From an optimization exercise on the open Yosys and OpenROAD flow, aimed at a short achievable clock period and few clock cycles per item; shortcuts taken in it are not production practice. At most, simulation tests tie the RTL to the original design; equivalence was not proved. Only the layout flow was run in runs 1 to 5; the RTL was not checked for function there. No run shown here takes its clock network from TritonCTS; it comes from the design's own scripts or RTL. No driver is modelled on the clock port, so clock power and skew are understated where the tree is cut down; a real chip needs a root buffer or a tree. Power is estimated from default activity; no workload was simulated.

File: flow/design.v
module pu_sequencer #(
   parameter int WIDTH = 32,
   parameter int LEN   = 8,
   parameter int ROWS  = 4
) (
   input  logic                             clk,
   input  logic                             rst,
   input  logic                             wr_en,
   input  logic                             wr_sel,
   input  logic [$clog2(ROWS*LEN)-1:0]      wr_addr,
   input  logic [WIDTH-1:0]                 wr_data,
   input  logic                             start,
   output logic                             busy,
   output logic                             done,
   output logic                             pu_en,
   output logic [WIDTH-1:0]                 pu_x1, pu_x2, pu_x3, pu_x4,
   output logic [WIDTH-1:0]                 pu_w1, pu_w2, pu_w3, pu_w4,
   input  logic [WIDTH-1:0]                 pu_data,
   output logic                             out_valid,
   output logic [((ROWS > 1) ? $clog2(ROWS) : 1)-1:0] out_row,
   output logic [WIDTH-1:0]                 out_data
);
   localparam int AW  = $clog2(ROWS * LEN);
   localparam int NOP = ROWS * LEN / 4;       
   localparam int KW  = $clog2(NOP);          
   logic             wq_v    [1:NOP];
   logic             wq_sel  [1:NOP];
   logic [AW-1:0]    wq_addr [1:NOP];
   logic [WIDTH-1:0] wq_data [1:NOP];
   logic [LEN-1:0]   x_en;                     
   logic [3:0]       w_en    [1:NOP];          
   always_ff @(posedge clk) begin
      if (rst) begin
         for (int s = 1; s <= NOP; s++) wq_v[s] <= 1'b0;
         x_en <= '0;
         for (int s = 1; s <= NOP; s++) w_en[s] <= '0;
      end else begin
         wq_v[1] <= wr_en && !busy;
         for (int s = 2; s <= NOP; s++) wq_v[s] <= wq_v[s-1] && wq_sel[s-1];
         for (int k = 0; k < LEN; k++)
            x_en[k] <= wr_en && !busy && !wr_sel && wr_addr == AW'(k);
         for (int j = 0; j < 4; j++)
            w_en[1][j] <= wr_en && !busy && wr_sel && wr_addr == AW'(j);
         for (int s = 2; s <= NOP; s++)
            for (int j = 0; j < 4; j++)
               w_en[s][j] <= wq_v[s-1] && wq_sel[s-1] && wq_addr[s-1] == AW'(4 * (s - 1) + j);
      end
   end
   always_ff @(posedge clk) begin
      wq_sel[1]  <= wr_sel;
      wq_addr[1] <= wr_addr;
      wq_data[1] <= wr_data;
      for (int s = 2; s <= NOP; s++) begin
         wq_sel[s]  <= wq_sel[s-1];
         wq_addr[s] <= wq_addr[s-1];
         wq_data[s] <= wq_data[s-1];
      end
   end
   logic [WIDTH-1:0] x_buf [LEN];
   logic [WIDTH-1:0] w_buf [ROWS*LEN];
   always_ff @(posedge clk) begin
      for (int k = 0; k < LEN; k++)
         if (x_en[k]) x_buf[k] <= wq_data[1];
      for (int k = 0; k < ROWS * LEN; k++)
         if (w_en[1 + k/4][k % 4]) w_buf[k] <= wq_data[1 + k/4];
   end
   logic          s1, req, load;
   logic [KW-1:0] cnt;
   logic          s1_nx, req_nx, load_nx, busy_nx;
   logic [KW-1:0] cnt_nx;
   always_comb begin
      s1_nx   = start && !busy;
      req_nx  = s1 || (req && !load);
      cnt_nx  = (load || cnt != '0) ? cnt + 1'b1 : '0;
      load_nx = req_nx && cnt_nx == '0;
      busy_nx = (req_nx && s1_nx && cnt_nx == '0) ||
                ((req_nx || s1_nx) && cnt_nx != '0 && cnt_nx != KW'(NOP - 1));
   end
   always_ff @(posedge clk) begin
      if (rst) begin
         s1   <= 1'b0;
         req  <= 1'b0;
         cnt  <= '0;
         load <= 1'b0;
         busy <= 1'b0;
      end else begin
         s1   <= s1_nx;
         req  <= req_nx;
         cnt  <= cnt_nx;
         load <= load_nx;
         busy <= busy_nx;
      end
   end
   logic [NOP-1:0]   slot_oh;                 
   logic [WIDTH-1:0] w_rd_nx [4];
   logic [WIDTH-1:0] x_hold  [4];
   logic [KW-1:0]    op_k;
   always_ff @(posedge clk) begin
      if (rst) slot_oh <= NOP'(1);
      else if (load || cnt != '0) slot_oh <= {slot_oh[NOP-2:0], slot_oh[NOP-1]};
      else slot_oh <= NOP'(1);
   end
   always_comb begin
      for (int j = 0; j < 4; j++) begin
         w_rd_nx[j] = '0;
         for (int s = 0; s < NOP; s++)
            w_rd_nx[j] = w_rd_nx[j] | ({WIDTH{slot_oh[s]}} & w_buf[4 * s + j]);
      end
   end
   always_ff @(posedge clk) begin
      op_k  <= cnt;
      pu_w1 <= w_rd_nx[0];
      pu_w2 <= w_rd_nx[1];
      pu_w3 <= w_rd_nx[2];
      pu_w4 <= w_rd_nx[3];
      if (load) begin
         pu_x1 <= x_buf[0];
         pu_x2 <= x_buf[1];
         pu_x3 <= x_buf[2];
         pu_x4 <= x_buf[3];
         for (int j = 0; j < 4; j++) x_hold[j] <= x_buf[4 + j];
      end else begin
         pu_x1 <= x_hold[0];
         pu_x2 <= x_hold[1];
         pu_x3 <= x_hold[2];
         pu_x4 <= x_hold[3];
         x_hold[0] <= pu_x1;
         x_hold[1] <= pu_x2;
         x_hold[2] <= pu_x3;
         x_hold[3] <= pu_x4;
      end
   end
   always_ff @(posedge clk) begin
      if (rst) pu_en <= 1'b0;
      else     pu_en <= load || cnt != '0;
   end
   localparam int HW = WIDTH / 2;
   localparam int HL = $clog2(HW);
   logic             p_v, a_v, last_v;
   logic [KW-1:0]    p_k, a_k;
   logic [WIDTH-1:0] pd_q;
   logic [HW:0]      sum_lo, sum_lo_nx;
   logic [HW-1:0]    sum_h0, sum_h1, sum_h0_nx, sum_h1_nx;
   logic [HW-1:0] ka [3];
   logic [HW-1:0] kb [3];
   logic [HW-1:0] kg [3][HL+1];
   logic [HW-1:0] kp [3][HL+1];
   logic [HW-1:0] kp0 [3];
   logic [HW:0]   ks [3];
   always_comb begin
      ka[0] = pu_data[HW-1:0];     kb[0] = pd_q[HW-1:0];
      ka[1] = pu_data[WIDTH-1:HW]; kb[1] = pd_q[WIDTH-1:HW];
      ka[2] = pu_data[WIDTH-1:HW]; kb[2] = pd_q[WIDTH-1:HW];
      for (int a = 0; a < 3; a++) begin
         kp0[a]   = ka[a] ^ kb[a];
         kg[a][0] = ka[a] & kb[a];
         kp[a][0] = kp0[a];
         if (a == 2) kg[a][0][0] = ka[a][0] | kb[a][0];
         for (int l = 0; l < HL; l++)
            for (int i = 0; i < HW; i++)
               if (i >= (1 << l)) begin
                  kg[a][l+1][i] = kg[a][l][i] | (kp[a][l][i] & kg[a][l][i - (1 << l)]);
                  kp[a][l+1][i] = kp[a][l][i] & kp[a][l][i - (1 << l)];
               end else begin
                  kg[a][l+1][i] = kg[a][l][i];
                  kp[a][l+1][i] = kp[a][l][i];
               end
         ks[a][0] = (a == 2) ? ~kp0[a][0] : kp0[a][0];
         for (int i = 1; i < HW; i++) ks[a][i] = kp0[a][i] ^ kg[a][HL][i-1];
         ks[a][HW] = kg[a][HL][HW-1];
      end
      sum_lo_nx = ks[0];
      sum_h0_nx = ks[1][HW-1:0];
      sum_h1_nx = ks[2][HW-1:0];
   end
   always_ff @(posedge clk) begin
      pd_q     <= pu_data;
      p_k      <= op_k;
      a_k      <= p_k;
      sum_lo   <= sum_lo_nx;
      sum_h0   <= sum_h0_nx;
      sum_h1   <= sum_h1_nx;
      out_data <= {sum_lo[HW] ? sum_h1 : sum_h0, sum_lo[HW-1:0]};
      out_row  <= a_k[KW-1:1];
   end
   always_ff @(posedge clk) begin
      if (rst) begin
         p_v       <= 1'b0;
         a_v       <= 1'b0;
         out_valid <= 1'b0;
         last_v    <= 1'b0;
         done      <= 1'b0;
      end else begin
         p_v       <= pu_en;
         a_v       <= p_v;
         out_valid <= a_v && a_k[0];
         last_v    <= a_v && a_k == KW'(NOP - 1);
         done      <= last_v;
      end
   end
endmodule
File: flow/flow/run.sh
#!/bin/bash
# Standard ORFS layout, with one change to the clock tree after CTS: the
# buffers that TritonCTS puts above its leaf buffers are replaced by four
# root buffers driven by the clock port directly (flow/clktree.tcl). Every
# other step is the standard flow (standard.sh). Each tool's output
# goes to a log of its own in this folder.
set -euo pipefail
here=$(pwd)
bash standard.sh cts > std_cts.log 2>&1
RES=$here/orfs/results/$FLOW_PLATFORM/pu_sequencer/base \
   openroad -no_init -exit flow/clktree.tcl > clktree.log 2>&1
bash standard.sh finish > std_finish.log 2>&1
File: flow/flow/clktree.tcl
set res $::env(RES)
set nroot 4
set leafmax 28
if {[info exists ::env(NROOT)]} { set nroot $::env(NROOT) }
if {[info exists ::env(LEAF)]} { set leafmax $::env(LEAF) }
read_db $res/4_cts.odb
set db [ord::get_db]
set block [ord::get_db_block]
set clk_net [[$block findBTerm clk] getNet]

proc out_net {inst} {
   foreach it [$inst getITerms] { if {[$it isOutputSignal]} { return [$it getNet] } }
   return "NULL"
}
proc is_clkbuf {inst} { return [string match "sky130_fd_sc_hd__clkbuf_*" [[$inst getMaster] getName]] }

# walk the clock tree from the port: collect its buffers and its sinks
set frontier [list $clk_net]
set bufs {}
set sinks {}
set dummies {}
while {[llength $frontier]} {
   set net [lindex $frontier 0]
   set frontier [lrange $frontier 1 end]
   foreach it [$net getITerms] {
      if {![$it isInputSignal]} continue
      set inst [$it getInst]
      if {[is_clkbuf $inst]} {
         lappend bufs $inst
         set on [out_net $inst]
         if {$on ne "NULL"} { lappend frontier $on }
      } elseif {[out_net $inst] eq "NULL" && ![$inst isBlock] && [llength [[$inst getMaster] getName]] &&
                ![string match "*df*" [[$inst getMaster] getName]]} {
         # a dummy load that CTS added for balancing
         lappend dummies $inst
      } else {
         lappend sinks $it
      }
   }
}
set n [llength $sinks]
puts "old clock tree: [llength $bufs] buffers, [llength $dummies] dummy loads, $n sinks"

# sink positions (pin centres)
set px {}; set py {}
foreach it $sinks {
   set b [[$it getInst] getBBox]
   lappend px [expr {([$b xMin] + [$b xMax]) / 2.0}]
   lappend py [expr {([$b yMin] + [$b yMax]) / 2.0}]
}

# recursive bisection into k groups; returns a list of index lists
proc bisect {idx k} {
   global px py
   if {$k <= 1} { return [list $idx] }
   set xs {}; set ys {}
   foreach i $idx { lappend xs [lindex $px $i]; lappend ys [lindex $py $i] }
   set w [expr {[tcl::mathfunc::max {*}$xs] - [tcl::mathfunc::min {*}$xs]}]
   set h [expr {[tcl::mathfunc::max {*}$ys] - [tcl::mathfunc::min {*}$ys]}]
   set pl {}
   foreach i $idx {
      lappend pl [list $i [expr {$w >= $h ? [lindex $px $i] : [lindex $py $i]}]]
   }
   set pl [lsort -real -index 1 $pl]
   set k1 [expr {$k / 2}]
   set n1 [expr {int(round(double([llength $idx]) * $k1 / $k))}]
   set a {}; set b {}
   set j 0
   foreach e $pl { if {$j < $n1} { lappend a [lindex $e 0] } else { lappend b [lindex $e 0] }; incr j }
   return [concat [bisect $a $k1] [bisect $b [expr {$k - $k1}]]]
}

set all {}
for {set i 0} {$i < $n} {incr i} { lappend all $i }
set regions [bisect $all $nroot]
set nleaf [expr {($n + $leafmax - 1) / $leafmax}]
if {$nleaf < $nroot} { set nleaf $nroot }
# remove the old tree
foreach inst $bufs {
   set on [out_net $inst]
   odb::dbInst_destroy $inst
   if {$on ne "NULL"} { odb::dbNet_destroy $on }
}
foreach inst $dummies { odb::dbInst_destroy $inst }
foreach it $sinks { $it disconnect }

set master [$db findMaster sky130_fd_sc_hd__clkbuf_16]
proc centroid {idx} {
   global px py
   set sx 0.0; set sy 0.0
   foreach i $idx { set sx [expr {$sx + [lindex $px $i]}]; set sy [expr {$sy + [lindex $py $i]}] }
   return [list [expr {int($sx / [llength $idx])}] [expr {int($sy / [llength $idx])}]]
}
proc add_buf {name loc in_net} {
   global block master
   set inst [odb::dbInst_create $block $master $name]
   set net [odb::dbNet_create $block "${name}_net"]
   $net setSigType CLOCK
   [$inst findITerm A] connect $in_net
   [$inst findITerm X] connect $net
   $inst setLocation {*}$loc
   $inst setPlacementStatus PLACED
   return $net
}
set li 0
set r 0
foreach reg $regions {
   set k [expr {int(round(double($nleaf) * [llength $reg] / $n))}]
   if {$k < 1} { set k 1 }
   set groups [bisect $reg $k]
   # root at the centroid of its leaf buffers
   set cs {}
   foreach g $groups { lappend cs [centroid $g] }
   set sx 0; set sy 0
   foreach c $cs { incr sx [lindex $c 0]; incr sy [lindex $c 1] }
   set rnet [add_buf "clkroot_$r" [list [expr {$sx / [llength $cs]}] [expr {$sy / [llength $cs]}]] $clk_net]
   set sizes {}
   foreach g $groups c $cs {
      set lnet [add_buf "clkleaf_$li" $c $rnet]
      foreach i $g { [lindex $sinks $i] connect $lnet }
      lappend sizes [llength $g]
      incr li
   }
   puts "root $r: [llength $groups] leaf buffers, flip-flops per leaf: $sizes"
   incr r
}
puts "new clock tree: $r root buffers, $li leaf buffers; clock port drives [llength [$clk_net getITerms]] cell pins"
detailed_placement
check_placement
write_db $res/4_cts.odb
File: flow/standard.sh
#!/bin/bash
# synth_recipe.tcl (not shown) runs the flow's synth.tcl, then flattens the netlist and writes it again
# the make line also repeats each setting of config.mk as NAME=value (left out here)
make -C /OpenROAD-flow-scripts/flow DESIGN_CONFIG=/design/flow/config.mk WORK_HOME=/design/flow/orfs CLKGATE_MAP_FILE= SYNTH_SCRIPT=/design/flow/synth_recipe.tcl "${@:-finish}"
File: flow/config.mk
export PLATFORM = sky130hd
export DESIGN_NAME = pu_sequencer
export DESIGN_NICKNAME = pu_sequencer
export VERILOG_FILES = /design/flow/design.v
export SDC_FILE = /design/flow/constraint.sdc
export NUM_CORES = 4
export LEC_CHECK = 0
export CAP_MARGIN = 20
export CORE_MARGIN = 2
export CORE_UTILIZATION = 55
export CTS_CLUSTER_DIAMETER = 80
export CTS_CLUSTER_SIZE = 30
export SETUP_SLACK_MARGIN = 3.2
export SLEW_MARGIN = 20
export TNS_END_PERCENT = 100
File: flow/constraint.sdc
create_clock -name core_clock -period 5.0 [get_ports {clk}]
set_input_delay 1.0000 -clock core_clock [delete_from_list [all_inputs] [get_ports {clk}]]
set_output_delay 1.0000 -clock core_clock [all_outputs]
set_load 0.01 [all_outputs]
==> results of run 1 <==
[stage by stage]
step	hold slack (ns)	util	total power (W)
2_1_floorplan	0.3096	-	0.02235
3_3_place_gp	0.3142	0.6042	0.02417
3_5_place_dp	0.3121	0.6042	0.02432
4_1_cts	0.3340	0.6360	0.03327
5_1_grt	0.3380	0.6373	0.03307
6_report	0.3328	0.6373	0.03206
[metal layers]
| layer | GRT usage | vias up | wire [um] |
|---|---|---|---|
| met5 | 0 | - | 16 |
| li1 | - | 14563 | - |
| met2 | 0.4713 | 1695 | 88630 |
| met1 | 0.3752 | 17894 | 69300 |
| met4 | 0.07009 | 2 | 5099 |
| met3 | 0.04895 | 258 | 15860 |
[cell type report]
| type | instances | area [um^2] | share of cell area |
|---|---|---|---|
| Inverter | 21 | 95.09 | 0.001242 |
| Sequential cell | 2154 | 56480 | 0.7376 |
| Multi-Input combinational cell | 1248 | 11000 | 0.1437 |
| Tap cell | 1612 | 2017 | 0.02634 |
| Buffer | 80 | 2002 | 0.02615 |
| Timing Repair Buffer | 484 | 4971 | 0.06493 |
[where the power goes]
part / internal, W / total (W) / switching (W)
clock: 0.00285 / 0.00764 / 0.00480
sequential: 0.0201 / 0.0209 / 0.000820
combinational: 0.00207 / 0.00354 / 0.00147
total: 0.0250 / 0.0321 / 0.00709
[final timing paths]
kind,endpoint,slack (ns),depth (start not counted)
max,sum_lo[8],2.91,8
min,out_data[10],0.33,0
max reg2reg,sum_lo[8],3.11,7
min reg2reg,out_data[10],0.33,0
[flip-flops by register name, indices dropped and copies added, names as in the netlist, 35 cells and up]
signal / count
w_buf: 1024
wq_addr: 35
wq_data: 256
x_buf: 256
x_hold: 128
[timing repair]
action | in CTS | in global routing
endpoints found under the setup margin | 664 | 359
cloned | 1 | 3
pin swaps | 46 | 80
resized for setup | 1851 | 153
buffers inserted | 49 | 41
[critical path, stage by stage]
cell	delay, ns
buf_8	0.10
ha_4	0.16
fa_2	0.36
a21o_1	0.18
and3_4	0.21
o21ai_4	0.17
nand2_2	0.09
o311ai_4	0.28
[layout by cell type (no fill, tap or decap), types with 8 or more instances in the layout]
cell type and count:
buf_12 13, edfxtp_1 1280, buf_4 85, dfxtp_2 239, dfxtp_4 65, clkbuf_2 15
a21oi_2 11, a21oi_1 11, mux2_2 272, clkbuf_16 83, ha_4 31, nand2_1 28
buf_2 43, clkdlybuf4s50_1 42, and2_1 9, buf_6 267, nor3_1 21, nor2_1 34
nand3_1 9, a22oi_1 512, xnor2_1 18, inv_1 18, dfxtp_1 570, nand4_1 134
a21oi_4 8, o21ai_2 9, xor2_1 23
[cell families after synthesis]
group,share of synthesized area
adders and majority gates,0.007450
muxes,0.04594
AOI/OAI and AO/OA,0.06699
and+or+nand+nor,0.02445
buffers and inverters,0.01075
DFF,0.8389
xor gates and xnor gates,0.005517
==> summary.md, run 1 <==
| Metric | Value |
|---|---|
| Seq/Total Area, Yosys | `0.8389` |
| Area Overhead vs Synth | `14.83%` |
| FMAX | `477.6 MHz` |
| Status | `timing/DRC/antenna clean` |
| GRT Residual Overflow | `0` |
| Initial antenna violation count | `5` |
| Worst Path Required | `5.46 ns` |
| Hold Buf Count CTS | `0` |
| I/O pin count | `368` |
| Cells after synthesis | `3,580` |
| Die height | `352.2 um` |
| Least-Margin Pin Slew | `1.048 ns` |
| Worst-path fanout max | `3` |
| Setup crit start | `pu_data[0]` |
| Clock skew | `0.02436 ns` |
| First-pass GRT wire length | `248,000 um` |
| Fillers | `8,302` |
| Inst Count DP | `5,425` |
| Setup slack after layout | `2.906 ns` |
| Final hold viol count | `0` |
| Most frequent cells after synthesis | `1,280 x edfxtp_1, 874 x dfxtp_1, 512 x a22oi_1` |
| Synth top area share | `0.5765` |
| Vias per std cell | `6.146` |
| Clock Sinks | `2,154` |
| Residual DRC | `0` |
| Syn_area_per_cell | `18.62 um^2` |
| Layout cells sized above 1 | `0.3052` |
| Antenna Nets Post-Route | `0` |
| Area contributors post-synth | `edfxtp_1 58%, dfxtp_1 26%, a22oi_1 5.8%, mux2_2 4.6%, nand4_1 1.3%` |
| Via count | `34,412` |
| Post-synth EDFFs | `1,280` |
| Starting Density | `0.5550` |
| Design Area, Final | `76,560 um^2` |
| RSZ-0062 raised after global routing | `yes` |
| R2R Path Start | `pd_q[0]` |
| Count leader, synth | `edfxtp_1` |
| Placement Setup Slack | `1.897 ns` |
| RD Place Congestion | `0.8661` |
| TritonRoute pass-1 iters | `6` |
| Gr usage total | `0.2781` |
| WP data arrival | `2.55 ns` |
| Yosys cell types | `63` |
| Drt wl/cell | `31.95 um` |
| PortBufs | `367` |
| Synthesized area | `66,680 um^2` |
| Detailed Place HPWL | `93,240 um` |
| Ant. Diodes | `0` |
| Startpoint types | `input port` |
| Mapped Nets | `3,691` |
| Synthesized flop and latch total | `2,154` |
| Area leader, netlist | `edfxtp_1` |
| Final setup violation count | `0` |
| Nets | `4,100` |
| Leak pwr | `25.69 nW` |
| Hold WC Path Type | `flop to flop` |
| Max-Cap Viols | `0` |
| Pin count of the biggest net entering global routing | `106` |
| Vias in the first global route | `34,830` |
| Worst setup EP type | `flop` |
| Die footprint | `124,000 um^2` |
| FP Rows | `127` |
| Core footprint | `120,100 um^2` |
| Fin crit period | `2.094 ns` |
| Post-placement cell area | `72,580 um^2` |
| Die W | `352.2 um` |
| Clock slew at reported path FFs | `0.10 ns` |
| Worst hold start | `sum_lo[10]` |
| Starting DRT DRC Count | `4,333` |
| Critical path type | `input port to flop` |
| Tcrit/Tclk final | `0.4187` |
| Max-Slew Margin vs Limit | `0.3012` |
| Pins Over Slew Limit | `0` |
| Cell Count, Final, Fillers Out | `5,599` |
| Power density cells | `418.7 nW/um^2` |
| Worst VDD drop | `378.9 uV` |
| Sum of negative setup slack | `0 ns` |
| Async S/R FF share, synth | `0` |
| Latest clock arrival within the worst-skew pair | `0.56 ns` |
| WL final | `178,900 um` |
| Top_reg_cell synth | `edfxtp_1` |
| Synth warn | `16` |
==> run 2, diff against run 1 <==
--- a/flow/design.v
+++ b/flow/design.v
@@ -136,4 +136,5 @@
    end
-   localparam int HW = WIDTH / 2;
-   localparam int HL = $clog2(HW);
+   localparam int BW = 8;                     
+   localparam int NB = WIDTH / BW;            
+   localparam int BL = $clog2(BW);
    logic             p_v, a_v, last_v;
@@ -141,35 +142,48 @@
    logic [WIDTH-1:0] pd_q;
-   logic [HW:0]      sum_lo, sum_lo_nx;
-   logic [HW-1:0]    sum_h0, sum_h1, sum_h0_nx, sum_h1_nx;
-   logic [HW-1:0] ka [3];
-   logic [HW-1:0] kb [3];
-   logic [HW-1:0] kg [3][HL+1];
-   logic [HW-1:0] kp [3][HL+1];
-   logic [HW-1:0] kp0 [3];
-   logic [HW:0]   ks [3];
-   always_comb begin
-      ka[0] = pu_data[HW-1:0];     kb[0] = pd_q[HW-1:0];
-      ka[1] = pu_data[WIDTH-1:HW]; kb[1] = pd_q[WIDTH-1:HW];
-      ka[2] = pu_data[WIDTH-1:HW]; kb[2] = pd_q[WIDTH-1:HW];
-      for (int a = 0; a < 3; a++) begin
-         kp0[a]   = ka[a] ^ kb[a];
-         kg[a][0] = ka[a] & kb[a];
-         kp[a][0] = kp0[a];
-         if (a == 2) kg[a][0][0] = ka[a][0] | kb[a][0];
-         for (int l = 0; l < HL; l++)
-            for (int i = 0; i < HW; i++)
-               if (i >= (1 << l)) begin
-                  kg[a][l+1][i] = kg[a][l][i] | (kp[a][l][i] & kg[a][l][i - (1 << l)]);
-                  kp[a][l+1][i] = kp[a][l][i] & kp[a][l][i - (1 << l)];
-               end else begin
-                  kg[a][l+1][i] = kg[a][l][i];
-                  kp[a][l+1][i] = kp[a][l][i];
-               end
-         ks[a][0] = (a == 2) ? ~kp0[a][0] : kp0[a][0];
-         for (int i = 1; i < HW; i++) ks[a][i] = kp0[a][i] ^ kg[a][HL][i-1];
-         ks[a][HW] = kg[a][HL][HW-1];
-      end
-      sum_lo_nx = ks[0];
-      sum_h0_nx = ks[1][HW-1:0];
-      sum_h1_nx = ks[2][HW-1:0];
+   logic [BW:0]      bs0 [NB];                
+   logic [BW:0]      bs1 [NB];                
+   logic [BW:0]      bs0_nx [NB];
+   logic [BW:0]      bs1_nx [NB];
+   logic [BW-1:0] bg [2][NB][BL+1];
+   logic [BW-1:0] bp [2][NB][BL+1];
+   logic [BW-1:0] ba [NB];
+   logic [BW-1:0] bb [NB];
+   logic [BW-1:0] bp0 [NB];
+   always_comb begin
+      for (int n = 0; n < NB; n++) begin
+         ba[n]  = pu_data[BW*n +: BW];
+         bb[n]  = pd_q[BW*n +: BW];
+         bp0[n] = ba[n] ^ bb[n];
+         for (int c = 0; c < 2; c++) begin
+            bg[c][n][0] = ba[n] & bb[n];
+            bp[c][n][0] = bp0[n];
+            if (c == 1) bg[c][n][0][0] = ba[n][0] | bb[n][0];
+            for (int l = 0; l < BL; l++)
+               for (int i = 0; i < BW; i++)
+                  if (i >= (1 << l)) begin
+                     bg[c][n][l+1][i] = bg[c][n][l][i] | (bp[c][n][l][i] & bg[c][n][l][i - (1 << l)]);
+                     bp[c][n][l+1][i] = bp[c][n][l][i] & bp[c][n][l][i - (1 << l)];
+                  end else begin
+                     bg[c][n][l+1][i] = bg[c][n][l][i];
+                     bp[c][n][l+1][i] = bp[c][n][l][i];
+                  end
+         end
+         bs0_nx[n][0] = bp0[n][0];
+         bs1_nx[n][0] = ~bp0[n][0];
+         for (int i = 1; i < BW; i++) begin
+            bs0_nx[n][i] = bp0[n][i] ^ bg[0][n][BL][i-1];
+            bs1_nx[n][i] = bp0[n][i] ^ bg[1][n][BL][i-1];
+         end
+         bs0_nx[n][BW] = bg[0][n][BL][BW-1];
+         bs1_nx[n][BW] = bg[1][n][BL][BW-1];
+      end
+   end
+   logic [NB:0]      bc;
+   logic [WIDTH-1:0] sum_nx;
+   always_comb begin
+      bc[0] = 1'b0;
+      for (int n = 0; n < NB; n++) begin
+         sum_nx[BW*n +: BW] = bc[n] ? bs1[n][BW-1:0] : bs0[n][BW-1:0];
+         bc[n+1]            = bc[n] ? bs1[n][BW]     : bs0[n][BW];
+      end
    end
@@ -179,6 +193,7 @@
       a_k      <= p_k;
-      sum_lo   <= sum_lo_nx;
-      sum_h0   <= sum_h0_nx;
-      sum_h1   <= sum_h1_nx;
-      out_data <= {sum_lo[HW] ? sum_h1 : sum_h0, sum_lo[HW-1:0]};
+      for (int n = 0; n < NB; n++) begin
+         bs0[n] <= bs0_nx[n];
+         bs1[n] <= bs1_nx[n];
+      end
+      out_data <= sum_nx;
       out_row  <= a_k[KW-1:1];
==> run 2 against run 1 <==
Against the previous run:
- worst hold slack worse by 0.0048 ns
- sequential share of layout area rose by 0.23 points
- clock skew increased by 0.013 ns
- critical path type is now flop to output pin
- largest cell class unchanged
==> summary.md, run 2 <==
| Metric | Value |
|---|---|
| Status | `timing/DRC/antenna clean` |
| Leak pwr | `25.80 nW` |
| Switching share of power | `0.2211` |
| Biggest registers after layout | `w_buf (1024), wq_data (256), x_buf (256)` |
| RD Place Congestion | `0.8347` |
| Synthesized area | `67,080 um^2` |
| Drt wl/cell | `31.89 um` |
| Max-Slew Margin vs Limit | `0.2694` |
| Latest clock arrival within the worst-skew pair | `0.58 ns` |
| CP delay by family, top | `flip-flops` |
| Sw Pwr | `0.007134 W` |
| Clock slew at reported path FFs | `0.11 ns` |
| Worst-path fanout max | `1` |
| R2R Path Start | `pd_q[8]` |
| Worst Path Required | `4.00 ns` |
| FP Rows | `128` |
| Largest register by flop count | `w_buf` |
| Vias per std cell | `6.140` |
| Async S/R FF share, synth | `0` |
| Top_reg_cell synth | `edfxtp_1` |
| Residual DRC | `0` |
| Syn_area_per_cell | `18.59 um^2` |
| Total power | `0.03227 W` |
| Metal3 WL | `14,640 um` |
| Mapped Nets | `3,726` |
| WP data arrival | `1.08 ns` |
| Combinational fraction of design power | `0.110` |
| Pins Over Slew Limit | `0` |
| WL met2 | `88,950 um` |
| Critical-path cell list | `buf_6` |
| Clock skew | `0.03732 ns` |
| Starting Density | `0.5526` |
| Area contributors post-synth | `edfxtp_1 57%, dfxtp_1 26%, a22oi_1 5.7%, mux2_2 4.7%, nand4_1 1.2%` |
| FMAX | `480.4 MHz` |
| Die footprint | `124,800 um^2` |
| Via count | `34,506` |
| Vias in the first global route | `34,813` |
| Clock Sinks | `2,166` |
| Commonest non-fill, non-tap cell in the layout | `edfxtp_1` |
| Gr usage total | `0.2785` |
| Worst hold start | `bs0[0][1]` |
| Most frequent cells in the layout | `1,280 x edfxtp_1, 584 x dfxtp_1, 512 x a22oi_1, 280 x mux2_2, 258 x buf_6` |
| Startpoint types | `flop` |
| Critical path type | `flop to output pin` |
| Max FFs per register | `1,024` |
| Detailed Place HPWL | `93,420 um` |
| Core footprint | `121,400 um^2` |
| Seq pwr share | `0.649` |
| WL final | `179,200 um` |
| GRT Residual Overflow | `0` |
| Min Hold Slack | `0.3280 ns` |
| Least-Margin Pin Slew | `1.094 ns` |
| Fillers | `8,591` |
| Layout cells sized above 1 | `0.2921` |
| Initial antenna violation count | `4` |
| Tcrit/Tclk final | `0.4164` |
| Max-Cap Viols | `0` |
| Antenna Nets Post-Route | `0` |
| Crit-path slowest cell | `dfxtp_4` |
| Nets | `4,111` |
| Reg2reg end | `bs1[1][6]` |
| First-pass GRT wire length | `248,500 um` |
| Area leader, netlist | `edfxtp_1` |
| Met1 Routed Length | `70,260 um` |
| Clock share of power | `0.241` |
| Hold path depth | `0` |
| Cells after synthesis | `3,609` |
| P_int | `0.02514 W` |
| Hold Buf Count CTS | `0` |
| Synth top area share | `0.5730` |
| RSZ-0062 raised after global routing | `yes` |
| Final hold viol count | `0` |
| Synth warn | `19` |
| Highest routed metal layer | `met4` |
| Power density cells | `421.1 nW/um^2` |
| Area Overhead vs Synth | `14.25%` |
| Final core occ | `0.6313` |
| Die height | `353.2 um` |
| PortBufs | `367` |
| R2r setup slk | `3.21 ns` |
| R2R depth | `8` |
| Fin crit period | `2.082 ns` |
| Seq/Total Area, Yosys | `0.8374` |
| Largest stage delay, worst path | `0.40 ns` |
| I/O pin count | `368` |
| Pin count of the biggest net entering global routing | `125` |
| Sum of negative setup slack | `0 ns` |
| Worst hold endpoint | `out_data[1]` |
| Worst setup EP type | `output pin` |
| Count leader, synth | `edfxtp_1` |
| Post-synth EDFFs | `1,280` |
| Final setup violation count | `0` |
| Hold WC Path Type | `flop to flop` |
| Most frequent cells after synthesis | `1,280 x edfxtp_1, 886 x dfxtp_1, 512 x a22oi_1` |
| Starting DRT DRC Count | `4,358` |
| Worst VDD drop | `359.3 uV` |
| TritonRoute pass-1 iters | `6` |
| Die W | `353.2 um` |
| Synthesized flop and latch total | `2,166` |
| Yosys cell types | `48` |
| Worst path bufs/invs | `1` |
[run 2: cell types whose count changed in the layout (fill, tap and decap cells not counted), moves of 8 or more]
| cell | previous run | this run |
|---|---|---|
| buf_4 | 85 | 61 |
| dfxtp_1 | 570 | 584 |
| nand2_1 | 28 | 14 |
| nand3_1 | 9 | 22 |
| dlymetal6s2s_1 | 1 | 12 |
| clkbuf_2 | 15 | 5 |
| buf_6 | 267 | 258 |
| inv_1 | 18 | 27 |
| xor2_1 | 23 | 14 |
| mux2_2 | 272 | 280 |
[run 2: routing by layer]
metal | track usage | up-vias
li1 | - | 14599
met1 | 0.3801 | 17951
met2 | 0.4773 | 1679
met3 | 0.03643 | 277
met4 | 0.06936 | 0
met5 | 0 | -
[run 2: cell families after synthesis]
group	after synthesis	synth area share
multiplexers	282	0.04767
flip-flops	2166	0.8374
adder cells (fa/ha/maj)	43	0.008803
AO/OA/AOI/OAI	597	0.06543
buffers and inverters	195	0.01147
AND/OR/NAND/NOR	291	0.02468
XOR/XNOR	35	0.004570
[run 2: how the worst max path moves through the flow]
stage	cells past startpoint	start	end	slack, ns
after floorplan	8	pu_data[8]	bs1[1][6]	2.68
final	1	pu_w4[6]	pu_w4[6]	2.92
after global routing	1	pu_w3[26]	pu_w3[26]	2.88
after detailed placement	8	pu_data[16]	bs0[2][6]	1.86
after CTS	1	pu_w4[21]	pu_w4[21]	2.72
after global placement	9	pu_data[16]	bs1[2][6]	1.91
[run 2: through the flow]
stage | std cells | instance area, um^2 | worst slack [ns]
2_1_floorplan | 3609 | 67720 | 2.684
3_3_place_gp | 5467 | 73090 | 1.914
3_5_place_dp | 5467 | 73090 | 1.858
4_1_cts | 5673 | 76760 | 2.719
5_1_grt | 5618 | 76640 | 2.880
6_report | 5620 | 76640 | 2.918
[run 2: timing repair]
item | 4_1_cts | 5_1_grt
pin swaps | 14 | 27
setup buffers | 49 | 18
gates cloned | 0 | 1
endpoints found under the setup margin | 708 | 376
gates resized for setup | 1825 | 91
[run 2: power groups by stage]
stage          Combinational [W]  Sequential, W  Clock (W)
6_report                 0.00354         0.0210    0.00778
3_5_place_dp             0.00325         0.0212          0
5_1_grt                  0.00373         0.0211    0.00845
4_1_cts                  0.00350         0.0210    0.00894
2_1_floorplan            0.00133         0.0212          0
3_3_place_gp             0.00318         0.0211          0
[run 2: worst reg2reg max path: stages, from the launching register on]
cell and delay [ns]:
dfxtp_2 0.34, inv_2 0.06, ha_4 0.13, inv_2 0.03, fa_2 0.35, a21o_1 0.19
a311o_1 0.35, a21oi_2 0.16, xnor2_1 0.12
[run 2: final cells by class]
| cell class | count | area [um^2] | area share |
|---|---|---|---|
| antenna | 3 | 7.507 | 0.00009795 |
| buffer | 82 | 2052 | 0.02677 |
| inverter | 39 | 187.7 | 0.002449 |
| multi-input combinational | 1248 | 10800 | 0.1409 |
| sequential | 2166 | 56710 | 0.7400 |
| tap | 1625 | 2033 | 0.02653 |
| timing repair buffer | 457 | 4853 | 0.06333 |
==> run 3, diff against run 2 <==
--- a/flow/config.mk
+++ b/flow/config.mk
@@ -9,3 +9,3 @@
 export CORE_MARGIN = 2
-export CORE_UTILIZATION = 55
+export CORE_UTILIZATION = 62
 export CTS_CLUSTER_DIAMETER = 80
==> run 3 against run 2 <==
Against the previous run:
- setup slack better by 0.0096 ns
- power is 0.50% lower
- final cell count decreased by 3.7%
- first-iteration DRC count shrank 9.7%
- via count is 0.25% higher
- critical endpoint is now pu_w1[26]
- largest cell class unchanged
- largest power group unchanged
==> summary.md, run 3 <==
| Metric | Value |
|---|---|
| Most frequent cells after synthesis | `1,280 x edfxtp_1, 886 x dfxtp_1, 512 x a22oi_1` |
| WP data arrival | `1.07 ns` |
| RSZ-0062 raised after global routing | `yes` |
| Worst VDD drop | `293.5 uV` |
| Largest register by flop count | `w_buf` |
| WL met2 | `85,520 um` |
| Pin count of the biggest net entering global routing | `86` |
| Worst Path Required | `4.00 ns` |
| Synthesized flop and latch total | `2,166` |
| Clock share of power | `0.240` |
| Commonest non-fill, non-tap cell in the layout | `edfxtp_1` |
| Synth top area share | `0.5730` |
| Hold WC Path Type | `flop to flop` |
| RD Place Congestion | `0.8457` |
| Vias per std cell | `6.392` |
| Yosys cell types | `48` |
| Sum of negative setup slack | `0 ns` |
| FP Rows | `120` |
| Highest routed metal layer | `met5` |
| WL final | `172,100 um` |
| Area Overhead vs Synth | `13.66%` |
| Area leader, netlist | `edfxtp_1` |
| Post-synth EDFFs | `1,280` |
| Seq/Total Area, Yosys | `0.8374` |
| Clock slew at reported path FFs | `0.11 ns` |
| Layout cells sized above 1 | `0.2939` |
| Synthesized area | `67,080 um^2` |
| GRT Residual Overflow | `0` |
| Max-Slew Margin vs Limit | `0.2711` |
| Leak pwr | `25.84 nW` |
| Final hold viol count | `0` |
| Fillers | `6,678` |
| Biggest registers after layout | `w_buf (1024), wq_data (256), x_buf (256)` |
| Setup slack after layout | `2.928 ns` |
| FMAX | `482.6 MHz` |
| Die height | `332.9 um` |
| Core footprint | `107,200 um^2` |
| Inst Count DP | `5,280` |
| Area contributors post-synth | `edfxtp_1 57%, dfxtp_1 26%, a22oi_1 5.7%, mux2_2 4.7%, nand4_1 1.2%` |
| Initial antenna violation count | `6` |
| Vias in the first global route | `34,722` |
| Combinational fraction of design power | `0.107` |
| Pins Over Slew Limit | `0` |
| Clock skew | `0.02771 ns` |
| Residual DRC | `0` |
| Max FFs per register | `1,024` |
| Die W | `332.9 um` |
| Critical-path cell list | `buf_6` |
| Mapped Nets | `3,726` |
| Most frequent cells in the layout | `1,280 x edfxtp_1, 587 x dfxtp_1, 512 x a22oi_1, 280 x mux2_2, 264 x dfxtp_2` |
| Max-Cap Viols | `0` |
| TritonRoute pass-1 iters | `5` |
| I/O pin count | `368` |
| Startpoint types | `flop` |
| Worst setup EP type | `output pin` |
| Cells after synthesis | `3,609` |
| Switching share of power | `0.2184` |
| Placement Setup Slack | `1.876 ns` |
| Nets | `4,127` |
| Via count | `34,591` |
| Metal3 WL | `15,330 um` |
| Cell Count, Final, Fillers Out | `5,412` |
| P_int | `0.02510 W` |
| Tcrit/Tclk final | `0.4144` |
| Least-Margin Pin Slew | `1.092 ns` |
| Starting Density | `0.6258` |
| Async S/R FF share, synth | `0` |
| Top_reg_cell synth | `edfxtp_1` |
| Worst-path fanout max | `1` |
| Status | `timing/DRC/antenna clean` |
| Largest stage delay, worst path | `0.40 ns` |
| Gr usage total | `0.3044` |
| Worst path bufs/invs | `1` |
| Hold Buf Count CTS | `0` |
| Antenna Nets Post-Route | `0` |
| Final setup violation count | `0` |
| Crit-path slowest cell | `dfxtp_4` |
| Syn_area_per_cell | `18.59 um^2` |
| PortBufs | `367` |
| Count leader, synth | `edfxtp_1` |
| Detailed Place HPWL | `93,480 um` |
| Latest clock arrival within the worst-skew pair | `0.56 ns` |
| Power density cells | `421.1 nW/um^2` |
| Sw Pwr | `0.007012 W` |
| Met1 Routed Length | `66,520 um` |
| Seq pwr share | `0.654` |
| Starting DRT DRC Count | `3,937` |
| First-pass GRT wire length | `242,600 um` |
| Drt wl/cell | `31.81 um` |
| CP delay by family, top | `flip-flops` |
| Critical path type | `flop to output pin` |
| Fin crit period | `2.072 ns` |
| Synth warn | `19` |
| Die footprint | `110,800 um^2` |
| Clock Sinks | `2,166` |
## run 3: cell counts after synthesis
No cell type changed its count.
## run 3: what timing repair did
item / 4_1_cts / 5_1_grt
setup endpoints to repair: 790 / 371
resized for setup: 1815 / 95
gates cloned: 1 / 0
hold endpoints to repair: 0 / 0
setup buffers: 30 / 18
pin swaps: 13 / 26
## run 3: cell families after synthesis
logic type | after synthesis | synth area share
and+or+nand+nor | 291 | 0.02468
muxes | 282 | 0.04767
buffers and inverters | 195 | 0.01147
AOI/OAI and AO/OA | 597 | 0.06543
DFF | 2166 | 0.8374
xor gates and xnor gates | 35 | 0.004570
adders and majority gates | 43 | 0.008803
## run 3: cell type report
class | count | area [um^2] | share of cell area
diodes | 1 | 2.502 | 0.00003282
plain buffers | 82 | 2052 | 0.02691
well taps | 1403 | 1755 | 0.02302
flip-flops and latches | 2166 | 56640 | 0.7428
repair buffers | 473 | 4821 | 0.06323
inverters | 39 | 187.7 | 0.002461
multi-input cells | 1248 | 10790 | 0.1416
## run 3: path summary, 6_finish.rpt
| path | start | end | slack [ns] | depth (start not counted) |
|---|---|---|---|---|
| max | pu_w1[26] | pu_w1[26] | 2.93 | 1 |
| min | bs0[0][0] | out_data[0] | 0.33 | 0 |
| max reg2reg | pd_q[8] | bs1[1][6] | 3.13 | 8 |
| min reg2reg | bs0[0][0] | out_data[0] | 0.33 | 0 |
## run 3: power by group through the flow
stage | sequential, W | combinational [W] | clock [W]
final | 0.0210 | 0.00343 | 0.00769
after detailed placement | 0.0212 | 0.00322 | 0
after global placement | 0.0211 | 0.00314 | 0
after global routing | 0.0211 | 0.00362 | 0.00837
after CTS | 0.0210 | 0.00338 | 0.00847
after floorplan | 0.0212 | 0.00133 | 0
## run 3: metrics by stage
stage / instance area [um^2] / util / hold slack (ns) / power, W
2_1_floorplan: 67720 / - / 0.3096 / 0.02248
3_3_place_gp: 72950 / 0.6805 / 0.3129 / 0.02427
3_5_place_dp: 72950 / 0.6805 / 0.3147 / 0.02444
4_1_cts: 76160 / 0.7104 / 0.3406 / 0.03284
5_1_grt: 76240 / 0.7112 / 0.3406 / 0.03311
6_report: 76250 / 0.7112 / 0.3304 / 0.03211
## run 3: metal layers
layer / track usage / vias to the layer above
met1: 0.4211 / 17849
met2: 0.5146 / 1843
li1: - / 14658
met4: 0.07500 / 4
met5: 0 / -
met3: 0.04443 / 237
==> run 4, diff against run 3 <==
--- a/flow/design.v
+++ b/flow/design.v
@@ -25,2 +25,3 @@
    localparam int KW  = $clog2(NOP);          
+   logic             busy_c;                   
    logic             wq_v    [1:NOP];
@@ -37,8 +38,8 @@
       end else begin
-         wq_v[1] <= wr_en && !busy;
+         wq_v[1] <= wr_en && !busy_c;
          for (int s = 2; s <= NOP; s++) wq_v[s] <= wq_v[s-1] && wq_sel[s-1];
          for (int k = 0; k < LEN; k++)
-            x_en[k] <= wr_en && !busy && !wr_sel && wr_addr == AW'(k);
+            x_en[k] <= wr_en && !busy_c && !wr_sel && wr_addr == AW'(k);
          for (int j = 0; j < 4; j++)
-            w_en[1][j] <= wr_en && !busy && wr_sel && wr_addr == AW'(j);
+            w_en[1][j] <= wr_en && !busy_c && wr_sel && wr_addr == AW'(j);
          for (int s = 2; s <= NOP; s++)
@@ -71,3 +72,3 @@
    always_comb begin
-      s1_nx   = start && !busy;
+      s1_nx   = start && !busy_c;
       req_nx  = s1 || (req && !load);
@@ -77,2 +78,4 @@
                 ((req_nx || s1_nx) && cnt_nx != '0 && cnt_nx != KW'(NOP - 1));
+      busy_c  = (req && s1 && cnt == '0) ||
+                ((req || s1) && cnt != '0 && cnt != KW'(NOP - 1));
    end
--- a/flow/flow/clktree.tcl
+++ b/flow/flow/clktree.tcl
@@ -15,2 +15,25 @@
 proc is_clkbuf {inst} { return [string match "sky130_fd_sc_hd__clkbuf_*" [[$inst getMaster] getName]] }
+
+# Move each flip-flop that drives an output port's buffer (and nothing
+# else) next to that buffer, so the register-to-output path has no long
+# wire; detailed placement below makes the placement legal again.
+set moved 0
+foreach bt [$block getBTerms] {
+   if {[$bt getIoType] ne "OUTPUT"} continue
+   set net [$bt getNet]
+   if {$net eq "NULL"} continue
+   set obuf ""
+   foreach it [$net getITerms] { if {[$it isOutputSignal]} { set obuf [$it getInst] } }
+   if {$obuf eq ""} continue
+   set a "NULL"
+   foreach it [$obuf getITerms] { if {[$it isInputSignal]} { set a [$it getNet] } }
+   if {$a eq "NULL" || [llength [$a getITerms]] != 2} continue
+   set src ""
+   foreach it [$a getITerms] { if {[$it isOutputSignal]} { set src [$it getInst] } }
+   if {$src eq "" || ![string match "*__df*" [[$src getMaster] getName]]} continue
+   set ob [$obuf getBBox]
+   $src setLocation [$ob xMin] [$ob yMin]
+   incr moved
+}
+puts "moved $moved output flip-flops next to their output buffers"
 
--- a/flow/config.mk
+++ b/flow/config.mk
@@ -9,3 +9,3 @@
 export CORE_MARGIN = 2
-export CORE_UTILIZATION = 62
+export CORE_UTILIZATION = 55
 export CTS_CLUSTER_DIAMETER = 80
==> run 4 against run 3 <==
Against the previous run:
- sequential cell count unchanged
- final cell count is 3.1% higher
- utilization is 7.4 points lower
- die area rose by 12%
- setup slack improved by 0.027 ns
- synthesized cell count shrank 0.64%
- worst hold slack improved by 0.0098 ns
- critical path depth did not move
- largest power group unchanged
==> summary.md, run 4 <==
| Metric | Value |
|---|---|
| Status | `timing/DRC/antenna clean` |
| Detailed Place HPWL | `93,110 um` |
| Seq/Total Area, Yosys | `0.8395` |
| Tcrit/Tclk final | `0.4090` |
| Latest clock arrival within the worst-skew pair | `0.56 ns` |
| Top_reg_cell synth | `edfxtp_1` |
| Largest register by flop count | `w_buf` |
| Residual DRC | `0` |
| Leak pwr | `25.88 nW` |
| Crit. path cell count | `1` |
| Nets | `4,084` |
| Critical-path cell list | `buf_6` |
| Clock share of power | `0.241` |
| Die footprint | `124,500 um^2` |
| Synth warn | `19` |
| R2R depth | `7` |
| Starting DRT DRC Count | `4,137` |
| Area leader, netlist | `edfxtp_1` |
| Pin count of the biggest net entering global routing | `101` |
| Startpoint types | `flop` |
| Worst-path fanout max | `2` |
| Simple-Gate Fraction of Synth Area | `0.02294` |
| Synthesized area | `66,920 um^2` |
| Count leader, synth | `edfxtp_1` |
| Switching share of power | `0.2197` |
| Biggest registers after layout | `w_buf (1024), wq_data (256), x_buf (256)` |
| Core footprint | `120,300 um^2` |
| Synthesized flop and latch total | `2,166` |
| TritonRoute pass-1 iters | `5` |
| Clock Sinks | `2,166` |
| Sum of negative setup slack | `0 ns` |
| Hold path depth | `0` |
| Power density cells | `419.1 nW/um^2` |
| Fin crit period | `2.045 ns` |
| Max-Cap Viols | `0` |
| Post-synthesis adder-cell area fraction | `0.009013` |
| XOR/XNOR Fraction of Synth Area | `0.005628` |
| Vias per std cell | `6.153` |
| Seq pwr share | `0.651` |
| Pins Over Slew Limit | `0` |
| Die W | `352.8 um` |
| Max-Slew Margin vs Limit | `0.2638` |
| Yosys cell types | `39` |
| Layout cells sized above 1 | `0.2972` |
| PortBufs | `367` |
| Compound-Gate Fraction of Synth Area | `0.06354` |
| Clock slew at reported path FFs | `0.10 ns` |
| Largest family of logic cells by synthesized area | `compound AO/OA/AOI/OAI gates` |
| Worst setup EP type | `output pin` |
| FP Rows | `127` |
| GRT Residual Overflow | `0` |
| RD Place Congestion | `0.8224` |
| Clock skew | `0.02240 ns` |
| Commonest non-fill, non-tap cell in the layout | `edfxtp_1` |
| WL final | `180,400 um` |
| Worst path bufs/invs | `1` |
| Starting Density | `0.5563` |
| Syn_area_per_cell | `18.66 um^2` |
| Drt wl/cell | `32.35 um` |
| Final core occ | `0.6373` |
| Area contributors post-synth | `edfxtp_1 57%, dfxtp_1 27%, a22oi_1 5.7%, mux2_2 4.7%, nand4_1 1.2%` |
| Final setup violation count | `0` |
| Critical path type | `flop to output pin` |
| Most frequent cells in the layout | `1,280 x edfxtp_1, 564 x dfxtp_1, 512 x a22oi_1, 281 x buf_6, 280 x mux2_2` |
| Vias in the first global route | `34,087` |
| WP data arrival | `1.04 ns` |
| First-pass GRT wire length | `247,400 um` |
| Cells after synthesis | `3,586` |
| Final hold viol count | `0` |
| Post-synth EDFFs | `1,280` |
| Hold WC Path Type | `flop to flop` |
| I/O pin count | `368` |
| Combinational fraction of design power | `0.109` |
| Least-Margin Pin Slew | `1.103 ns` |
| Area Overhead vs Synth | `14.56%` |
| Largest stage delay, worst path | `0.38 ns` |
| Via count | `34,323` |
| Worst VDD drop | `397.8 uV` |
| Most frequent cells after synthesis | `1,280 x edfxtp_1, 886 x dfxtp_1, 512 x a22oi_1` |
| Async S/R FF share, synth | `0` |
| RSZ-0062 raised after global routing | `yes` |
| Mux share of post-synthesis cell area | `0.04779` |
| Mapped Nets | `3,704` |
| Crit-path slowest cell | `dfxtp_4` |
| Worst Path Required | `4.00 ns` |
| Synth top area share | `0.5744` |
| Max FFs per register | `1,024` |
| P_int | `0.02507 W` |
| Initial antenna violation count | `4` |
| CP delay by family, top | `flip-flops` |
| Gr usage total | `0.2793` |
| Die height | `352.8 um` |
| Antenna Nets Post-Route | `0` |
| Total power | `0.03213 W` |
| FMAX | `489.0 MHz` |
| Sw Pwr | `0.007058 W` |
-- run 4: changes by cell type in the layout (fill, tap and decap cells not counted), sizes merged, moves of 5 or more --
cell | previous run | this run
a21bo | 6 | 0
a21o | 8 | 18
a21oi | 36 | 21
a31oi | 5 | 10
buf | 404 | 381
dlygate4sd2 | 9 | 2
dlymetal6s2s | 12 | 17
nand2 | 20 | 26
nand3 | 22 | 8
nand3b | 7 | 1
nor3 | 31 | 42
-- run 4: cell families (layout without fill, tap and decap cells) --
family | count (synthesis) | in the layout
flip-flops | 2166 | 2166
AO/OA/AOI/OAI | 579 | 579
multiplexers | 282 | 282
AND/OR/NAND/NOR | 275 | 275
buffers and inverters | 197 | 575
adder cells (fa/ha/maj) | 44 | 44
XOR/XNOR | 43 | 43
other | 0 | 2
-- run 4: area by class of cell --
| cell class | instances | area (um^2) |
|---|---|---|
| inverter | 41 | 178.9 |
| buffer | 82 | 2052 |
| antenna | 2 | 5.005 |
| timing repair buffer | 452 | 4994 |
| sequential | 2166 | 56740 |
| multi-input combinational | 1223 | 10670 |
| fill | 8324 | 43630 |
| tap | 1612 | 2017 |
-- run 4: worst paths after layout --
kind,endpoint,slack [ns],from
min reg2reg,out_data[1],0.34,bs0[0][1]
max,pu_en,2.96,pu_en
min,out_data[1],0.34,bs0[0][1]
max reg2reg,bs0[0][8],3.24,pd_q[0]
-- run 4: worst register-to-register path: stages (launching register included) --
cell and delay, ns:
dfxtp_1 0.34, ha_4 0.16, fa_2 0.34, a21o_1 0.19
a21oi_2 0.17, o21ai_2 0.09, nor4_2 0.27, nor3_1 0.09
-- run 4: power by group through the flow --
stage	Clock, W	Sequential (W)	Combinational, W
floorplan	0	0.0211	0.00128
global placement	0	0.0211	0.00310
detailed placement	0	0.0211	0.00317
CTS	0.00891	0.0209	0.00331
global route	0.00844	0.0210	0.00367
finish	0.00774	0.0209	0.00349
-- run 4: routing by layer --
layer | global-route usage | part of all wire | up-vias
li1 | - | - | 14480
met4 | 0.08556 | 0.037 | 0
met5 | 0 | 0 | -
met3 | 0.04966 | 0.082 | 284
met2 | 0.4696 | 0.49 | 1664
met1 | 0.3734 | 0.39 | 17895
-- run 4: stage by stage --
step	instances	hold slack [ns]	cell area, um^2	worst slack [ns]
final	5578	0.3402	76660	2.955
after global routing	5576	0.3487	76650	2.918
after CTS	5613	0.3408	76220	2.707
after detailed placement	5429	0.3157	72800	1.927
after global placement	5429	0.3109	72800	1.959
after floorplan	3586	0.3096	67460	2.626
-- run 4: what timing repair did --
item | in CTS | in global routing
pin swaps | 12 | 37
setup buffers | 29 | 34
resized for setup | 1821 | 177
setup endpoints to repair | 714 | 431
hold buffers | 0 | 0
cloned | 1 | 1
==> run 5, diff against run 4 <==
--- a/flow/config.mk
+++ b/flow/config.mk
@@ -9,3 +9,3 @@
 export CORE_MARGIN = 2
-export CORE_UTILIZATION = 55
+export CORE_UTILIZATION = 62
 export CTS_CLUSTER_DIAMETER = 80
==> run 5 against run 4 <==
Against the previous run:
- still clean
- routed wire length fell by 3.2%
- combinational power barely moved
- maximum frequency rose by 0.44%
- sequential power barely moved
- worst hold slack got worse by 0.0040 ns
- sequential cell count did not move
- die area fell by 11%
- largest cell class unchanged
==> summary.md, run 5 <==
| Metric | Value |
|---|---|
| Status | `timing/DRC/antenna clean` |
| Pin count of the biggest net entering global routing | `80` |
| R2R Path Start | `slot_oh[4]` |
| Yosys cell types | `39` |
| Setup crit start | `pu_x4[8]` |
| Critical-path cell list | `buf_6` |
| Cells after synthesis | `3,586` |
| Die W | `332.5 um` |
| Critical path type | `flop to output pin` |
| Final setup violation count | `0` |
| Worst path bufs/invs | `1` |
| First-pass GRT wire length | `242,000 um` |
| Hold path depth | `0` |
| Layout cells sized above 1 | `0.2926` |
| Worst VDD drop | `458.0 uV` |
| Power density cells | `421.0 nW/um^2` |
| Crit-path slowest cell | `dfxtp_4` |
| Max-Cap Viols | `0` |
| Synth warn | `19` |
| Worst setup EP type | `output pin` |
| TritonRoute pass-1 iters | `6` |
| Worst Path Required | `4.00 ns` |
| Hold WC Path Type | `flop to flop` |
| CP delay by family, top | `flip-flops` |
| Post-synth EDFFs | `1,280` |
| Min Hold Slack | `0.3362 ns` |
| Startpoint types | `flop` |
| Vias in the first global route | `34,302` |
| FP Rows | `120` |
| Die footprint | `110,600 um^2` |
| PortBufs | `367` |
| Synthesized area | `66,920 um^2` |
| Most frequent cells after synthesis | `1,280 x edfxtp_1, 886 x dfxtp_1, 512 x a22oi_1` |
| Async S/R FF share, synth | `0` |
| Vias per std cell | `6.392` |
| Pins Over Slew Limit | `0` |
| Clock slew at reported path FFs | `0.10 ns` |
| Reg2reg end | `pu_w4[22]` |
| Syn_area_per_cell | `18.66 um^2` |
| Area contributors post-synth | `edfxtp_1 57%, dfxtp_1 27%, a22oi_1 5.7%, mux2_2 4.7%, nand4_1 1.2%` |
| Residual DRC | `0` |
| Worst-path fanout max | `2` |
| Tcrit/Tclk final | `0.4072` |
| Crit. path cell count | `1` |
| Inst Count DP | `5,222` |
| Worst hold endpoint | `a_k[0]` |
| Placement Setup Slack | `1.927 ns` |
| R2r setup slk | `3.22 ns` |
| Final hold viol count | `0` |
| RD Place Congestion | `0.8327` |
| Seq/Total Area, Yosys | `0.8395` |
| Area leader, netlist | `edfxtp_1` |
| Latest clock arrival within the worst-skew pair | `0.57 ns` |
| Largest register by flop count | `w_buf` |
| Die height | `332.5 um` |
| Core footprint | `107,100 um^2` |
| I/O pin count | `368` |
| Commonest non-fill, non-tap cell in the layout | `edfxtp_1` |
| Via count | `34,314` |
| Hold Buf Count CTS | `0` |
| FF+latch area | `56,720 um^2` |
| Drt wl/cell | `32.55 um` |
| Max FFs per register | `1,024` |
| Top_reg_cell synth | `edfxtp_1` |
| Largest stage delay, worst path | `0.37 ns` |
| Mapped Nets | `3,704` |
| Fin crit period | `2.036 ns` |
| R2R depth | `3` |
| RSZ-0062 raised after global routing | `yes` |
| Synth top area share | `0.5744` |
| WP data arrival | `1.04 ns` |
| Gr usage total | `0.3070` |
| Leak pwr | `25.86 nW` |
| Starting Density | `0.6251` |
| Area of the multi-input gates | `10,640 um^2` |
| Starting DRT DRC Count | `4,079` |
| GRT Residual Overflow | `0` |
| Clock Sinks | `2,166` |
| Cell Count, Final, Fillers Out | `5,368` |
| Biggest registers after layout | `w_buf (1024), wq_data (256), x_buf (256)` |
| Worst hold start | `p_k[0]` |
| Count leader, synth | `edfxtp_1` |
| Antenna Nets Post-Route | `0` |
| Nets | `4,084` |
| Most frequent cells in the layout | `1,280 x edfxtp_1, 574 x dfxtp_1, 512 x a22oi_1, 280 x mux2_2, 273 x buf_6` |
| WL final | `174,700 um` |
| Fillers | `6,525` |
| Detailed Place HPWL | `91,260 um` |
| Sum of negative setup slack | `0 ns` |
| Setup slack after layout | `2.964 ns` |
| FMAX | `491.2 MHz` |
| Initial antenna violation count | `8` |
| Synthesized flop and latch total | `2,166` |
| Max-Slew Margin vs Limit | `0.2652` |
| Least-Margin Pin Slew | `1.102 ns` |
| Area Overhead vs Synth | `13.95%` |
| Clock skew | `0.04187 ns` |
run 5: cell counts after synthesis:
No cell type changed its count.
run 5: cell families (layout without fill, tap and decap cells):
group | Yosys count | after routing | share of synthesized area
flip-flops | 2166 | 2166 | 0.8395
buffers and inverters | 197 | 575 | 0.01161
adder cells (fa/ha/maj) | 44 | 44 | 0.009012
XOR/XNOR | 43 | 43 | 0.005628
AND/OR/NAND/NOR | 275 | 275 | 0.02294
AO/OA/AOI/OAI | 579 | 579 | 0.06354
multiplexers | 282 | 282 | 0.04779
other | 0 | 1 | 0
run 5: layout make-up:
class                   count  area share
well taps                1403     0.02302
plain buffers              82     0.02691
inverters                  41    0.002347
multi-input cells        1223      0.1395
flip-flops and latches   2166      0.7439
repair buffers            452     0.06432
diodes                      1  0.00003282
run 5: worst reg2reg max path, delay by kind of cell (launching register included):
family / cells / cell delay, ns
flops: 1 / 0.50
compound gates: 1 / 0.29
simple gates: 1 / 0.41
buf+inv: 1 / 0.30
run 5: metal layers:
metal,up-vias,GRT usage,routed length (um)
li1,14454,-,-
met2,1973,0.5226,86710
met3,317,0.07142,18630
met4,4,0.08907,6035
met1,17566,0.3964,63330
met5,-,0,27
run 5: timing repair:
action                     in CTS  in global routing
resized for setup            1779                169
gates cloned                    1                  2
setup endpoints to repair     737                412
pin swaps                       7                 29
setup buffers                  28                 32
run 5: how the worst max path moves through the flow:
stage                endpoint
finish               pu_x4[8]
global route            pu_en
CTS                 pu_w3[22]
detailed placement  bs0[1][6]
global placement    bs0[1][6]
floorplan           bs0[0][8]
run 5: metrics by stage:
step / cell area [um^2] / power (W) / utilization
final: 76250 / 0.03210 / 0.7123
after global routing: 76250 / 0.03305 / 0.7122
after CTS: 75670 / 0.03266 / 0.7069
after detailed placement: 72550 / 0.02428 / 0.6777
after global placement: 72550 / 0.02412 / 0.6777
after floorplan: 67460 / 0.02239 / -
run 5: report_power, final:
group	switching, W	internal (W)	total (W)
clock network	0.00481	0.00291	0.00772
registers	0.000761	0.0201	0.0209
logic	0.00147	0.00203	0.00349
==> run 6, diff against run 5 <==
--- a/flow/design.v
+++ b/flow/design.v
@@ -139,3 +139,3 @@
    end
-   localparam int BW = 8;                     
+   localparam int BW = 4;                     
    localparam int NB = WIDTH / BW;            
@@ -183,2 +183,5 @@
    end
+   localparam int NL = $clog2(NB);
+   logic [NB-1:0]    cg [NL+1];
+   logic [NB-1:0]    cp [NL+1];
    logic [NB:0]      bc;
@@ -186,7 +189,19 @@
    always_comb begin
+      for (int n = 0; n < NB; n++) begin
+         cg[0][n] = bs0[n][BW];
+         cp[0][n] = bs1[n][BW];
+      end
+      for (int l = 0; l < NL; l++)
+         for (int n = 0; n < NB; n++)
+            if (n >= (1 << l)) begin
+               cg[l+1][n] = cg[l][n] | (cp[l][n] & cg[l][n - (1 << l)]);
+               cp[l+1][n] = cp[l][n] & cp[l][n - (1 << l)];
+            end else begin
+               cg[l+1][n] = cg[l][n];
+               cp[l+1][n] = cp[l][n];
+            end
       bc[0] = 1'b0;
-      for (int n = 0; n < NB; n++) begin
+      for (int n = 0; n < NB; n++) bc[n+1] = cg[NL][n];
+      for (int n = 0; n < NB; n++)
          sum_nx[BW*n +: BW] = bc[n] ? bs1[n][BW-1:0] : bs0[n][BW-1:0];
-         bc[n+1]            = bc[n] ? bs1[n][BW]     : bs0[n][BW];
-      end
    end
--- a/flow/config.mk
+++ b/flow/config.mk
@@ -9,3 +9,3 @@
 export CORE_MARGIN = 2
-export CORE_UTILIZATION = 62
+export CORE_UTILIZATION = 55
 export CTS_CLUSTER_DIAMETER = 80
==> run 6 against run 5 <==
Against the previous run:
- still clean
- clock skew fell by 0.0081 ns
- via count increased by 2.6%
- register-to-register slack gained 0.02 ns
- first-iteration DRC count is 16% higher
- maximum frequency up 0.11%
- critical path type unchanged
- largest power group unchanged
==> summary.md, run 6 <==
| Metric | Value |
|---|---|
| RD Place Congestion | `0.8294` |
| Synth warn | `21` |
| Met1 Routed Length | `74,220 um` |
| I/O pin count | `368` |
| Ant. Diodes | `0` |
| Vias per std cell | `6.221` |
| Clock slew at reported path FFs | `0.11 ns` |
| Largest register by flop count | `w_buf` |
| FMAX | `491.7 MHz` |
| Setup slack after layout | `2.966 ns` |
| RSZ-0062 raised after global routing | `yes` |
| Area Overhead vs Synth | `13.96%` |
| Die footprint | `125,500 um^2` |
| Final setup violation count | `0` |
| Most frequent cells after synthesis | `1,280 x edfxtp_1, 898 x dfxtp_1, 512 x a22oi_1` |
| Final hold viol count | `0` |
| Highest routed metal layer | `met5` |
| Status | `timing/DRC/antenna clean` |
| Metal3 WL | `16,400 um` |
| Clock Sinks | `2,178` |
| Fin crit period | `2.034 ns` |
| WL final | `186,800 um` |
| Yosys cell types | `45` |
| Starting Density | `0.5545` |
| Syn_area_per_cell | `18.56 um^2` |
| Max FFs per register | `1,024` |
| Antenna Nets Post-Route | `0` |
| FP Rows | `128` |
| Initial antenna violation count | `10` |
| Most frequent cells in the layout | `1,280 x edfxtp_1, 584 x dfxtp_1, 512 x a22oi_1, 272 x mux2_2, 266 x buf_6` |
| Post-synth EDFFs | `1,280` |
| Vias in the first global route | `35,472` |
| CP delay by family, top | `flip-flops` |
| Placement Setup Slack | `2.131 ns` |
| Gr usage total | `0.2910` |
| Tcrit/Tclk final | `0.4068` |
| Count leader, synth | `edfxtp_1` |
| Clock skew | `0.03376 ns` |
| Biggest registers after layout | `w_buf (1024), wq_data (256), x_buf (256)` |
| Die height | `354.3 um` |
| Power density cells | `418.4 nW/um^2` |
| Sum of negative setup slack | `0 ns` |
| Latest clock arrival within the worst-skew pair | `0.57 ns` |
| Synthesized flop and latch total | `2,178` |
| Top_reg_cell synth | `edfxtp_1` |
| Area leader, netlist | `edfxtp_1` |
| Largest stage delay, worst path | `0.35 ns` |
| Core footprint | `121,700 um^2` |
| Via count | `35,219` |
| WP data arrival | `1.03 ns` |
| Max-Slew Margin vs Limit | `0.2992` |
| WL met2 | `90,830 um` |
| Synthesized area | `67,490 um^2` |
| Detailed Place HPWL | `100,300 um` |
| Total power | `0.03218 W` |
| Least-Margin Pin Slew | `1.051 ns` |
| Layout cells sized above 1 | `0.2825` |
| Residual DRC | `0` |
| Hold WC Path Type | `flop to flop` |
| Seq/Total Area, Yosys | `0.8359` |
| Cells after synthesis | `3,637` |
| GRT Residual Overflow | `0` |
| Drt wl/cell | `33.00 um` |
| Mapped Nets | `3,767` |
| Pins Over Slew Limit | `0` |
| Synth top area share | `0.5695` |
| Worst path bufs/invs | `1` |
| Async S/R FF share, synth | `0` |
| Worst Path Required | `4.00 ns` |
| Die W | `354.3 um` |
| Starting DRT DRC Count | `4,730` |
| Nets | `4,168` |
| TritonRoute pass-1 iters | `8` |
| Pin count of the biggest net entering global routing | `86` |
| Critical path type | `flop to output pin` |
| Commonest non-fill, non-tap cell in the layout | `edfxtp_1` |
| Leak pwr | `26.19 nW` |
| Startpoint types | `flop` |
| Area contributors post-synth | `edfxtp_1 57%, dfxtp_1 27%, a22oi_1 5.7%, mux2_2 4.5%, nand4_1 1.2%` |
| Crit-path slowest cell | `dfxtp_4` |
| Critical-path cell list | `buf_6` |
| Worst VDD drop | `377.3 uV` |
| Max-Cap Viols | `0` |
| Worst setup EP type | `output pin` |
| PortBufs | `367` |
| Worst-path fanout max | `1` |
| First-pass GRT wire length | `259,100 um` |
==> run 6: cell types whose count changed in the layout (fill, tap and decap cells not counted), moves of 11 or more <==
cell	before	now
dfxtp_2	250	264
clkdlybuf4s50_1	44	55
dfxtp_4	62	50
ha_1	5	24
inv_1	32	54
ha_4	32	14
nor3_1	38	23
a21oi_1	4	15
nand3_1	7	19
==> run 6: worst paths after layout <==
check / end / startpoint / depth (start not counted) / slack, ns
worst max-delay path: pu_w2[7] / pu_w2[7] / 1 / 2.97
worst min-delay path: out_data[1] / bs0[0][1] / 0 / 0.34
worst min register to register: out_data[1] / bs0[0][1] / 0 / 0.34
worst max register to register: busy / cnt[0] / 6 / 3.24
==> run 6: stage by stage <==
step	area [um^2]	util	hold WS, ns	cells
after detailed placement	73480	0.6037	0.3150	5533
after global placement	73460	0.6036	0.3104	5532
after floorplan	67820	-	0.3096	3637
after global routing	76910	0.6319	0.3471	5661
final	76910	0.6319	0.3376	5661
after CTS	77120	0.6336	0.3404	5729
==> run 6: kinds of logic after synthesis <==
logic type	after synthesis	synth area share
flops	2178	0.8359
compound gates	589	0.06487
simple gates	285	0.02416
mux	276	0.04605
buf+inv	221	0.01279
fa+ha+maj	57	0.01220
xor+xnor	31	0.004023
==> run 6: area by class of cell <==
class	count	area [um^2]
Fill cell	8437	44800
Buffer	82	2052
Tap cell	1625	2033
Multi-Input combinational cell	1238	10540
Timing Repair Buffer	465	5017
Sequential cell	2178	56930
Inverter	73	339.1
==> run 6: worst reg2reg max path, cell delays in order (launching register included) <==
cell     delay [ns]
dfxtp_4        0.37
ha_1           0.23
ha_4           0.29
nor3b_1        0.04
or2_2          0.28
maj3_1         0.37
nor3_2         0.13
==> run 6: layer usage <==
layer	GRT usage	up-vias
met2	0.4840	1810
met5	0	-
met4	0.07178	2
met1	0.4040	18486
li1	-	14658
met3	0.04833	263
==> run 6: timing repair <==
action | CTS | global route
pin swaps | 1 | 3
setup endpoints to repair | 913 | 416
hold buffers | 0 | 0
setup buffers | 31 | 12
cloned | 1 | 2
gates resized for setup | 1794 | 111
==> run 6: power breakdown <==
group	internal (W)	leakage [nW]	switching (W)
Clock	0.00291	1.01	0.00488
Sequential	0.0202	19.1	0.000777
Combinational	0.00194	6.08	0.00145
Total	0.0251	26.2	0.00711
Testbench counts of run 6, summed over its fixed seeds: cycles 10,328, items 1,200.

==> afterwards: timing with drivers on the ports <==
How much do the figures lean on ideal ports? The routed layouts below were timed once more, with nothing changed but the port constraints.
Step 1, drivers: a clkbuf_16 drives clk and a buf_2 each remaining input, both assumed.
Step 2 moves the port delays by t, midway between the first and last clock arrival at a register: inputs arrive t later, outputs are due t later. That takes back most of the time a late clock gives input paths.
a / b / c = ideal ports / drivers / drivers and shift; a / b = the first two.
| run | shift t [ns] | setup WS [ns] | slew at the worst register clock pin (ns) |
|---|---|---|---|
| run 1 | 0.704 | 2.906 / 2.764 / 2.321 | 0.11 / 0.11 |
| run 2 | 0.722 | 2.918 / 2.754 / 2.411 | 0.11 / 0.11 |
| run 3 | 0.704 | 2.928 / 2.769 / 2.384 | 0.11 / 0.11 |
| run 4 | 0.718 | 2.955 / 2.788 / 2.469 | 0.11 / 0.11 |
| run 5 | 0.705 | 2.964 / 2.806 / 2.542 | 0.11 / 0.11 |
| run 6 | 0.714 | 2.966 / 2.805 / 2.636 | 0.11 / 0.11 |
After both steps every run listed still meets setup and hold. For run 1, which loses most, drivers alone change the setup slack by -0.142 ns; drivers and shift together by -0.585 ns.
